Source: an optimization exercise on an open RTL-to-GDS flow (aim: a short achievable clock period and few clock cycles). Production flows keep margins and buffers that such runs may drop.
RTL that was checked went through simulation tests only; none was proved equivalent to the original.
Power and IR drop assume default switching activity.

==> inputs of job 7000 <==
## rtos_ctx
module rtos_ctx (
    input  logic        clk_i,
    input  logic        rst_n_i,
    input  logic [4:0]  raddr_i,
    output logic [31:0] rdata_o,
    input  logic [4:0]  wr_addr_i,
    input  logic [31:0] wr_data_i,
    input  logic        we_i,
    input  logic        trap_i,
    input  logic [31:0] trap_mepc_i,
    input  logic [31:0] trap_mstatus_i,
    input  logic        mret_i,
    output logic        mret_ready_o,
    output logic        busy_o,
    output logic [31:0] restore_mepc_o,
    output logic [31:0] restore_mstatus_o,
    output logic        restore_valid_o,
    input  logic        inst_en_i,
    input  logic [2:0]  inst_funct3_i,
    input  logic [2:0]  inst_id_i,
    input  logic [3:0]  inst_prio_i,
    output logic [31:0] inst_rd_o,
    output logic        inst_done_o,
    output logic [31:0] mem_addr_o,
    output logic [31:0] mem_wdata_o,
    output logic        mem_we_o,
    output logic        mem_valid_o,
    input  logic        mem_ready_i,
    input  logic        mem_rvalid_i,
    input  logic [31:0] mem_rdata_i
);
Settings: LEC_CHECK=0, CAP_MARGIN=20, CORE_MARGIN=2, CORE_UTILIZATION=40, SLEW_MARGIN=20; clock period 11.0 ns.
run.sh (not shown) runs the stock make flow with config.mk's settings and CLKGATE_MAP_FILE= SYNTH_SCRIPT=/design/flow/synth_recipe.tcl, a recipe that flattens the netlist after the stock synthesis.
==> inputs of job 1184, as changes to job 7000 <==
--- a/flow/design.v
+++ b/flow/design.v
@@ -421,17 +421,21 @@
     logic [31:0] regs_q [NC];
     logic [NT-1:0] vld_q;
     logic [3:0]  prio_q [NT];
     logic [2:0]  cur_q;         
     logic [2:0]  nxt_q;         
     logic        busy_q;
     logic        rv_q;          
     logic        same_q;        
+    logic [FW-1:0] wpend_q;     
     logic [FW-1:0] wsel_q;      
+    logic [6:0]  base_q;        
+    logic [NC-1:0] dirty_q;     
+    logic [NC-1:0] dirty_d;
     logic [FW-1:0] rsel_q;      
     logic        inst_done_q;
     logic [2:0]  inst_rd_q;
     logic        mvalid_q;
     logic        mwe_q;
     logic [6:0]  maddr_q;       
     logic [31:0] mwdata_q;
     logic [31:0] rmepc_q;       
@@ -443,65 +447,76 @@
     assign restore_mepc_o    = rmepc_q;
     assign restore_mstatus_o = rmstatus_q;
     assign inst_done_o       = inst_done_q;
     assign inst_rd_o         = {29'd0, inst_rd_q};
     assign mem_valid_o       = mvalid_q;
     assign mem_we_o          = mwe_q;
     assign mem_addr_o        = {23'd0, maddr_q, 2'b00};
     assign mem_wdata_o       = mwdata_q;
-    logic [4:0] key [NT];
-    logic [4:0] k1 [4];
-    logic [2:0] i1 [4];
-    logic [4:0] k2 [2];
-    logic [2:0] i2 [2];
-    logic [4:0] k3;
-    logic [2:0] i3;
-    logic [2:0] best_id;
+    logic [NT-1:0] win;
+    logic [2:0]    win_id;
+    logic [2:0]    best_id;
+    logic          best_same;   
     always_comb begin
-        for (int t = 0; t < NT; t++) key[t] = vld_q[t] ? {1'b1, prio_q[t]} : 5'd0;
-        for (int p = 0; p < 4; p++) begin
-            if (key[2*p] >= key[2*p+1]) begin
-                k1[p] = key[2*p];   i1[p] = 3'(2*p);
-            end else begin
-                k1[p] = key[2*p+1]; i1[p] = 3'(2*p+1);
+        for (int t = 0; t < NT; t++) begin
+            win[t] = vld_q[t];
+            for (int u = 0; u < NT; u++) begin
+                if (u < t) win[t] = win[t] & (!vld_q[u] || prio_q[t] >  prio_q[u]);
+                if (u > t) win[t] = win[t] & (!vld_q[u] || prio_q[t] >= prio_q[u]);
             end
         end
-        for (int p = 0; p < 2; p++) begin
-            if (k1[2*p] >= k1[2*p+1]) begin
-                k2[p] = k1[2*p];   i2[p] = i1[2*p];
-            end else begin
-                k2[p] = k1[2*p+1]; i2[p] = i1[2*p+1];
-            end
-        end
-        if (k2[0] >= k2[1]) begin
-            k3 = k2[0]; i3 = i2[0];
-        end else begin
-            k3 = k2[1]; i3 = i2[1];
-        end
-        best_id = k3[4] ? i3 : cur_q;   
+        win_id = '0;
+        for (int t = 0; t < NT; t++) if (win[t]) win_id = win_id | 3'(t);
+        best_id   = (vld_q == '0) ? cur_q : win_id;
+        best_same = (vld_q == '0) || win[cur_q];
     end
     logic accept;
+    logic rv_d;                 
     logic xfer;
     logic rd_ret;
     logic wr_last;
     logic rd_last;
-    logic [31:0] wd0;           
+    logic [FW-1:0] wrem;        
+    logic [FW-1:0] wnsel;       
     logic [31:0] wnext;         
+    logic [3:0]  wnidx;         
     assign accept  = trap_i && !busy_q;
     assign xfer    = mvalid_q && mem_ready_i;
     assign rd_ret  = busy_q && !mwe_q && mem_rvalid_i;
-    assign wr_last = wsel_q[FW-1];
     assign rd_last = rsel_q[FW-1];
-    assign wd0     = (we_i && wr_addr_i == 5'd0) ? wr_data_i : regs_q[0];
+    assign rv_d    = busy_q && (mwe_q ? (xfer && wr_last && same_q) : (rd_ret && rd_last));
+    assign wrem    = wpend_q & ~wsel_q;
+    assign wr_last = (wrem == '0);
+    always_comb begin
+        wnsel = '0;
+        for (int j = FW - 1; j >= 0; j--) if (wrem[j]) wnsel = FW'(1) << j;
+    end
     always_comb begin
         wnext = '0;
-        for (int w = 0; w < NC - 1; w++) if (wsel_q[w]) wnext = wnext | regs_q[w+1];
-        if (wsel_q[NC-1]) wnext = wnext | rmepc_q;
-        if (wsel_q[NC])   wnext = wnext | rmstatus_q;
+        wnidx = '0;
+        if (wnsel[1]) begin
+            wnext = wnext | rmstatus_q;
+            wnidx = wnidx | 4'd9;
+        end
+        for (int r = 0; r < NC; r++) begin
+            if (wnsel[2+r]) begin
+                wnext = wnext | regs_q[r];
+                wnidx = wnidx | 4'(r);
+            end
+        end
+    end
+    always_comb begin
+        dirty_d = dirty_q;
+        if (!busy_q && we_i && wr_addr_i[4:3] == 2'b00) dirty_d[wr_addr_i[2:0]] = 1'b1;
+    end
+    always_ff @(posedge clk_i) begin
+        if (!rst_n_i) dirty_q <= '1;   
+        else if (rv_d) dirty_q <= '0;
+        else dirty_q <= dirty_d;
     end
     always_ff @(posedge clk_i) begin
         if (!rst_n_i) begin
             busy_q      <= 1'b0;
             rv_q        <= 1'b0;
             mvalid_q    <= 1'b0;
             cur_q       <= '0;
             vld_q       <= '0;
@@ -521,17 +536,17 @@
                     if (xfer && wr_last) begin
                         if (same_q) begin
                             busy_q   <= 1'b0;
                             rv_q     <= 1'b1;
                             mvalid_q <= 1'b0;
                         end
                     end
                 end else begin
-                    if (xfer && wr_last) mvalid_q <= 1'b0;
+                    if (xfer && wsel_q[FW-1]) mvalid_q <= 1'b0;
                     if (rd_ret && rd_last) begin
                         busy_q <= 1'b0;
                         rv_q   <= 1'b1;
                         cur_q  <= nxt_q;
                     end
                 end
             end
         end
@@ -539,32 +554,41 @@
     always_ff @(posedge clk_i) begin
         if (inst_en_i) begin
             if (inst_funct3_i == 3'd0) prio_q[inst_id_i] <= inst_prio_i;
             inst_rd_q <= (inst_funct3_i == 3'd0) ? 3'd1 :
                          (inst_funct3_i == 3'd2) ? cur_q : 3'd0;
         end
         if (accept) begin
             nxt_q      <= best_id;
-            same_q     <= (best_id == cur_q);
+            same_q     <= best_same;
             mwe_q      <= 1'b1;
-            maddr_q    <= 7'(cur_q) * 7'(FW);
-            mwdata_q   <= wd0;
+            base_q     <= 7'(cur_q) * 7'(FW);
+            maddr_q    <= 7'(cur_q) * 7'(FW) + 7'd8;
+            mwdata_q   <= trap_mepc_i;
+            wpend_q    <= {dirty_d, 2'b11};
             wsel_q     <= FW'(1);
             rsel_q     <= FW'(1);
             rmepc_q    <= trap_mepc_i;
             rmstatus_q <= trap_mstatus_i;
         end else if (busy_q) begin
             if (xfer) begin
-                wsel_q   <= {wsel_q[FW-2:0], wsel_q[FW-1]};
-                mwdata_q <= wnext;
-                if (mwe_q && wr_last) begin
-                    mwe_q   <= 1'b0;
-                    maddr_q <= 7'(nxt_q) * 7'(FW);
+                if (mwe_q) begin
+                    wsel_q   <= wnsel;
+                    wpend_q  <= wrem;
+                    mwdata_q <= wnext;
+                    if (wr_last) begin
+                        wsel_q  <= FW'(1);
+                        mwe_q   <= 1'b0;
+                        maddr_q <= 7'(nxt_q) * 7'(FW);
+                    end else begin
+                        maddr_q <= base_q + 7'(wnidx);
+                    end
                 end else begin
+                    wsel_q  <= {wsel_q[FW-2:0], wsel_q[FW-1]};
                     maddr_q <= maddr_q + 7'd1;
                 end
             end
             if (rd_ret) begin
                 rsel_q <= {rsel_q[FW-2:0], rsel_q[FW-1]};
                 if (rsel_q[FW-2]) rmepc_q    <= mem_rdata_i;
                 if (rsel_q[FW-1]) rmstatus_q <= mem_rdata_i;
             end
==> flow/flow/run.sh (new file) <==
#!/bin/bash
set -euo pipefail
bash standard.sh SETUP_SLACK_MARGIN=6.6 finish > standard_flow.log 2>&1
==> flow/standard.sh (new file) <==
#!/bin/bash
# synth_recipe.tcl (not shown) runs the flow's synth.tcl, then flattens the netlist and writes it again
# the make line also repeats each setting of config.mk as NAME=value (left out here)
make -C /OpenROAD-flow-scripts/flow DESIGN_CONFIG=/design/flow/config.mk WORK_HOME=/design/flow/orfs CLKGATE_MAP_FILE= SYNTH_SCRIPT=/design/flow/synth_recipe.tcl "${@:-finish}"
==> flow/config.mk (replaced) <==
export PLATFORM = sky130hd
export DESIGN_NAME = rtos_ctx
export DESIGN_NICKNAME = rtos_ctx
export VERILOG_FILES = /design/flow/design.v
export SDC_FILE = /design/flow/constraint.sdc
export NUM_CORES = 4
export LEC_CHECK = 0
export ABC_CLOCK_PERIOD_IN_PS = 1500
export CAP_MARGIN = 20
export CORE_MARGIN = 2
export CORE_UTILIZATION = 40
export SETUP_SLACK_MARGIN = 5
export SLEW_MARGIN = 20
export TNS_END_PERCENT = 100
removed: flow/run.sh
==> inputs of job 8173, as changes to job 7000 <==
--- a/flow/design.v
+++ b/flow/design.v
@@ -421,17 +421,21 @@
     logic [31:0] regs_q [NC];
     logic [NT-1:0] vld_q;
     logic [3:0]  prio_q [NT];
     logic [2:0]  cur_q;         
     logic [2:0]  nxt_q;         
     logic        busy_q;
     logic        rv_q;          
     logic        same_q;        
+    logic [FW-1:0] wpend_q;     
     logic [FW-1:0] wsel_q;      
+    logic [6:0]  base_q;        
+    logic [NC-1:0] dirty_q;     
+    logic [NC-1:0] dirty_d;
     logic [FW-1:0] rsel_q;      
     logic        inst_done_q;
     logic [2:0]  inst_rd_q;
     logic        mvalid_q;
     logic        mwe_q;
     logic [6:0]  maddr_q;       
     logic [31:0] mwdata_q;
     logic [31:0] rmepc_q;       
@@ -475,33 +479,55 @@
         if (k2[0] >= k2[1]) begin
             k3 = k2[0]; i3 = i2[0];
         end else begin
             k3 = k2[1]; i3 = i2[1];
         end
         best_id = k3[4] ? i3 : cur_q;   
     end
     logic accept;
+    logic rv_d;                 
     logic xfer;
     logic rd_ret;
     logic wr_last;
     logic rd_last;
-    logic [31:0] wd0;           
+    logic [FW-1:0] wrem;        
+    logic [FW-1:0] wnsel;       
     logic [31:0] wnext;         
+    logic [3:0]  wnidx;         
     assign accept  = trap_i && !busy_q;
     assign xfer    = mvalid_q && mem_ready_i;
     assign rd_ret  = busy_q && !mwe_q && mem_rvalid_i;
-    assign wr_last = wsel_q[FW-1];
     assign rd_last = rsel_q[FW-1];
-    assign wd0     = (we_i && wr_addr_i == 5'd0) ? wr_data_i : regs_q[0];
+    assign rv_d    = busy_q && (mwe_q ? (xfer && wr_last && same_q) : (rd_ret && rd_last));
+    assign wrem    = wpend_q & ~wsel_q;
+    assign wnsel   = wrem & (~wrem + FW'(1));   
+    assign wr_last = (wrem == '0);
     always_comb begin
         wnext = '0;
-        for (int w = 0; w < NC - 1; w++) if (wsel_q[w]) wnext = wnext | regs_q[w+1];
-        if (wsel_q[NC-1]) wnext = wnext | rmepc_q;
-        if (wsel_q[NC])   wnext = wnext | rmstatus_q;
+        wnidx = '0;
+        if (wnsel[1]) begin
+            wnext = wnext | rmstatus_q;
+            wnidx = wnidx | 4'd9;
+        end
+        for (int r = 0; r < NC; r++) begin
+            if (wnsel[2+r]) begin
+                wnext = wnext | regs_q[r];
+                wnidx = wnidx | 4'(r);
+            end
+        end
+    end
+    always_comb begin
+        dirty_d = dirty_q;
+        if (!busy_q && we_i && wr_addr_i[4:3] == 2'b00) dirty_d[wr_addr_i[2:0]] = 1'b1;
+    end
+    always_ff @(posedge clk_i) begin
+        if (!rst_n_i) dirty_q <= '1;   
+        else if (rv_d) dirty_q <= '0;
+        else dirty_q <= dirty_d;
     end
     always_ff @(posedge clk_i) begin
         if (!rst_n_i) begin
             busy_q      <= 1'b0;
             rv_q        <= 1'b0;
             mvalid_q    <= 1'b0;
             cur_q       <= '0;
             vld_q       <= '0;
@@ -521,17 +547,17 @@
                     if (xfer && wr_last) begin
                         if (same_q) begin
                             busy_q   <= 1'b0;
                             rv_q     <= 1'b1;
                             mvalid_q <= 1'b0;
                         end
                     end
                 end else begin
-                    if (xfer && wr_last) mvalid_q <= 1'b0;
+                    if (xfer && wsel_q[FW-1]) mvalid_q <= 1'b0;
                     if (rd_ret && rd_last) begin
                         busy_q <= 1'b0;
                         rv_q   <= 1'b1;
                         cur_q  <= nxt_q;
                     end
                 end
             end
         end
@@ -541,30 +567,39 @@
             if (inst_funct3_i == 3'd0) prio_q[inst_id_i] <= inst_prio_i;
             inst_rd_q <= (inst_funct3_i == 3'd0) ? 3'd1 :
                          (inst_funct3_i == 3'd2) ? cur_q : 3'd0;
         end
         if (accept) begin
             nxt_q      <= best_id;
             same_q     <= (best_id == cur_q);
             mwe_q      <= 1'b1;
-            maddr_q    <= 7'(cur_q) * 7'(FW);
-            mwdata_q   <= wd0;
+            base_q     <= 7'(cur_q) * 7'(FW);
+            maddr_q    <= 7'(cur_q) * 7'(FW) + 7'd8;
+            mwdata_q   <= trap_mepc_i;
+            wpend_q    <= {dirty_d, 2'b11};
             wsel_q     <= FW'(1);
             rsel_q     <= FW'(1);
             rmepc_q    <= trap_mepc_i;
             rmstatus_q <= trap_mstatus_i;
         end else if (busy_q) begin
             if (xfer) begin
-                wsel_q   <= {wsel_q[FW-2:0], wsel_q[FW-1]};
-                mwdata_q <= wnext;
-                if (mwe_q && wr_last) begin
-                    mwe_q   <= 1'b0;
-                    maddr_q <= 7'(nxt_q) * 7'(FW);
+                if (mwe_q) begin
+                    wsel_q   <= wnsel;
+                    wpend_q  <= wrem;
+                    mwdata_q <= wnext;
+                    if (wr_last) begin
+                        wsel_q  <= FW'(1);
+                        mwe_q   <= 1'b0;
+                        maddr_q <= 7'(nxt_q) * 7'(FW);
+                    end else begin
+                        maddr_q <= base_q + 7'(wnidx);
+                    end
                 end else begin
+                    wsel_q  <= {wsel_q[FW-2:0], wsel_q[FW-1]};
                     maddr_q <= maddr_q + 7'd1;
                 end
             end
             if (rd_ret) begin
                 rsel_q <= {rsel_q[FW-2:0], rsel_q[FW-1]};
                 if (rsel_q[FW-2]) rmepc_q    <= mem_rdata_i;
                 if (rsel_q[FW-1]) rmstatus_q <= mem_rdata_i;
             end
==> flow/config.mk (replaced) <==
export PLATFORM = sky130hd
export DESIGN_NAME = rtos_ctx
export DESIGN_NICKNAME = rtos_ctx
export VERILOG_FILES = /design/flow/design.v
export SDC_FILE = /design/flow/constraint.sdc
export NUM_CORES = 4
export LEC_CHECK = 0
export ABC_CLOCK_PERIOD_IN_PS = 5000
export CAP_MARGIN = 20
export CORE_MARGIN = 2
export CORE_UTILIZATION = 40
export SETUP_SLACK_MARGIN = 5
export SLEW_MARGIN = 20
export TNS_END_PERCENT = 100
==> summary.md <==
| Metric | Value |
|---|---|
| Per-cell routed wire length | `26.3 µm` |
| Row Count | `89` |
| Status | `finished clean` |
| Mapped Area | `24000 µm²` |
| Layout Utilization | `0.504` |
| Net Sw Frac | `0.263` |
| Sequential share of cell area | `0.360` |
| Reg power frac | `0.436` |
| Signal buf overhead | `0.136` |
| Worst-margin pin slew | `1.19 ns` |
| Starting DRT DRC Count | `3339` |
| Most frequent cells in the layout | `nor2_1 (576), nand2_1 (360), dfxtp_1 (300)` |
the above is filed under job 8173

==> summary.md <==
| Metric | Value |
|---|---|
| Most frequent cells in the layout | `nand2_1 (523), nor2_1 (380), clkdlybuf4s50_1 (294)` |
| First-pass GRT wire length | `146000 µm` |
| Cell family with most CP delay | `buffers and inverters` |
| Row Count | `89` |
| Signal buf overhead | `0.115` |
| Mapped Area | `23900 µm²` |
| Sequential share of cell area | `0.355` |
| Per-cell routed wire length | `26.3 µm` |
| Critical Path AT | `5.61 ns` |
| Non-CTS buffers | `339` |
| Reg power frac | `0.449` |
| RR Endpoint | `same_q$_DFFE_PP_` |
| Worst-margin pin slew | `1.24 ns` |
| Net Sw Frac | `0.261` |
| Layout Utilization | `0.483` |
| Status | `finished clean` |
| Synth warn | `7` |
the above is filed under job 7000

==> summary.md <==
| Metric | Value |
|---|---|
| Net Sw Frac | `0.271` |
| Reg power frac | `0.439` |
| Status | `finished clean` |
| Starting DRT DRC Count | `3492` |
| Row Count | `92` |
| Worst-margin pin slew | `0.858 ns` |
| Mapped Area | `25600 µm²` |
| Per-cell routed wire length | `27.1 µm` |
the above is filed under job 1184

Testbench counts of job 1184, summed over its fixed seeds: cycles 11,851.
The RTL of job 7000 and job 8173 was laid out without a check of its function.

port drivers added, routing unchanged:
No port has a modelled driver above. Below, the same layouts with a new extraction and two added sets of constraints. Step 1, drivers: a clkbuf_16 drives clk_i and a buf_2 each remaining input, both assumed. Step 2 also shifts input and output timing later by t, the mid clock arrival at the registers, as if the neighbouring blocks saw the same clock. Three values: ideal, step 1, step 2; two values: the first two.
| run | t, ns | setup slack, ns | worst register clock-pin slew, ns |
|---|---|---|---|
| job 7000 | 0.666 | 3.189 / 3.142 / 3.142 | 0.07 / 0.07 |
| job 1184 | 0.699 | 5.257 / 5.061 / 5.061 | 0.07 / 0.07 |
| job 8173 | 0.675 | 4.993 / 4.828 / 4.828 | 0.07 / 0.07 |
After both steps every run listed still meets setup and hold. The setup slack of job 1184, which loses most, moves by -0.196 ns with the drivers and by -0.196 ns with both steps.
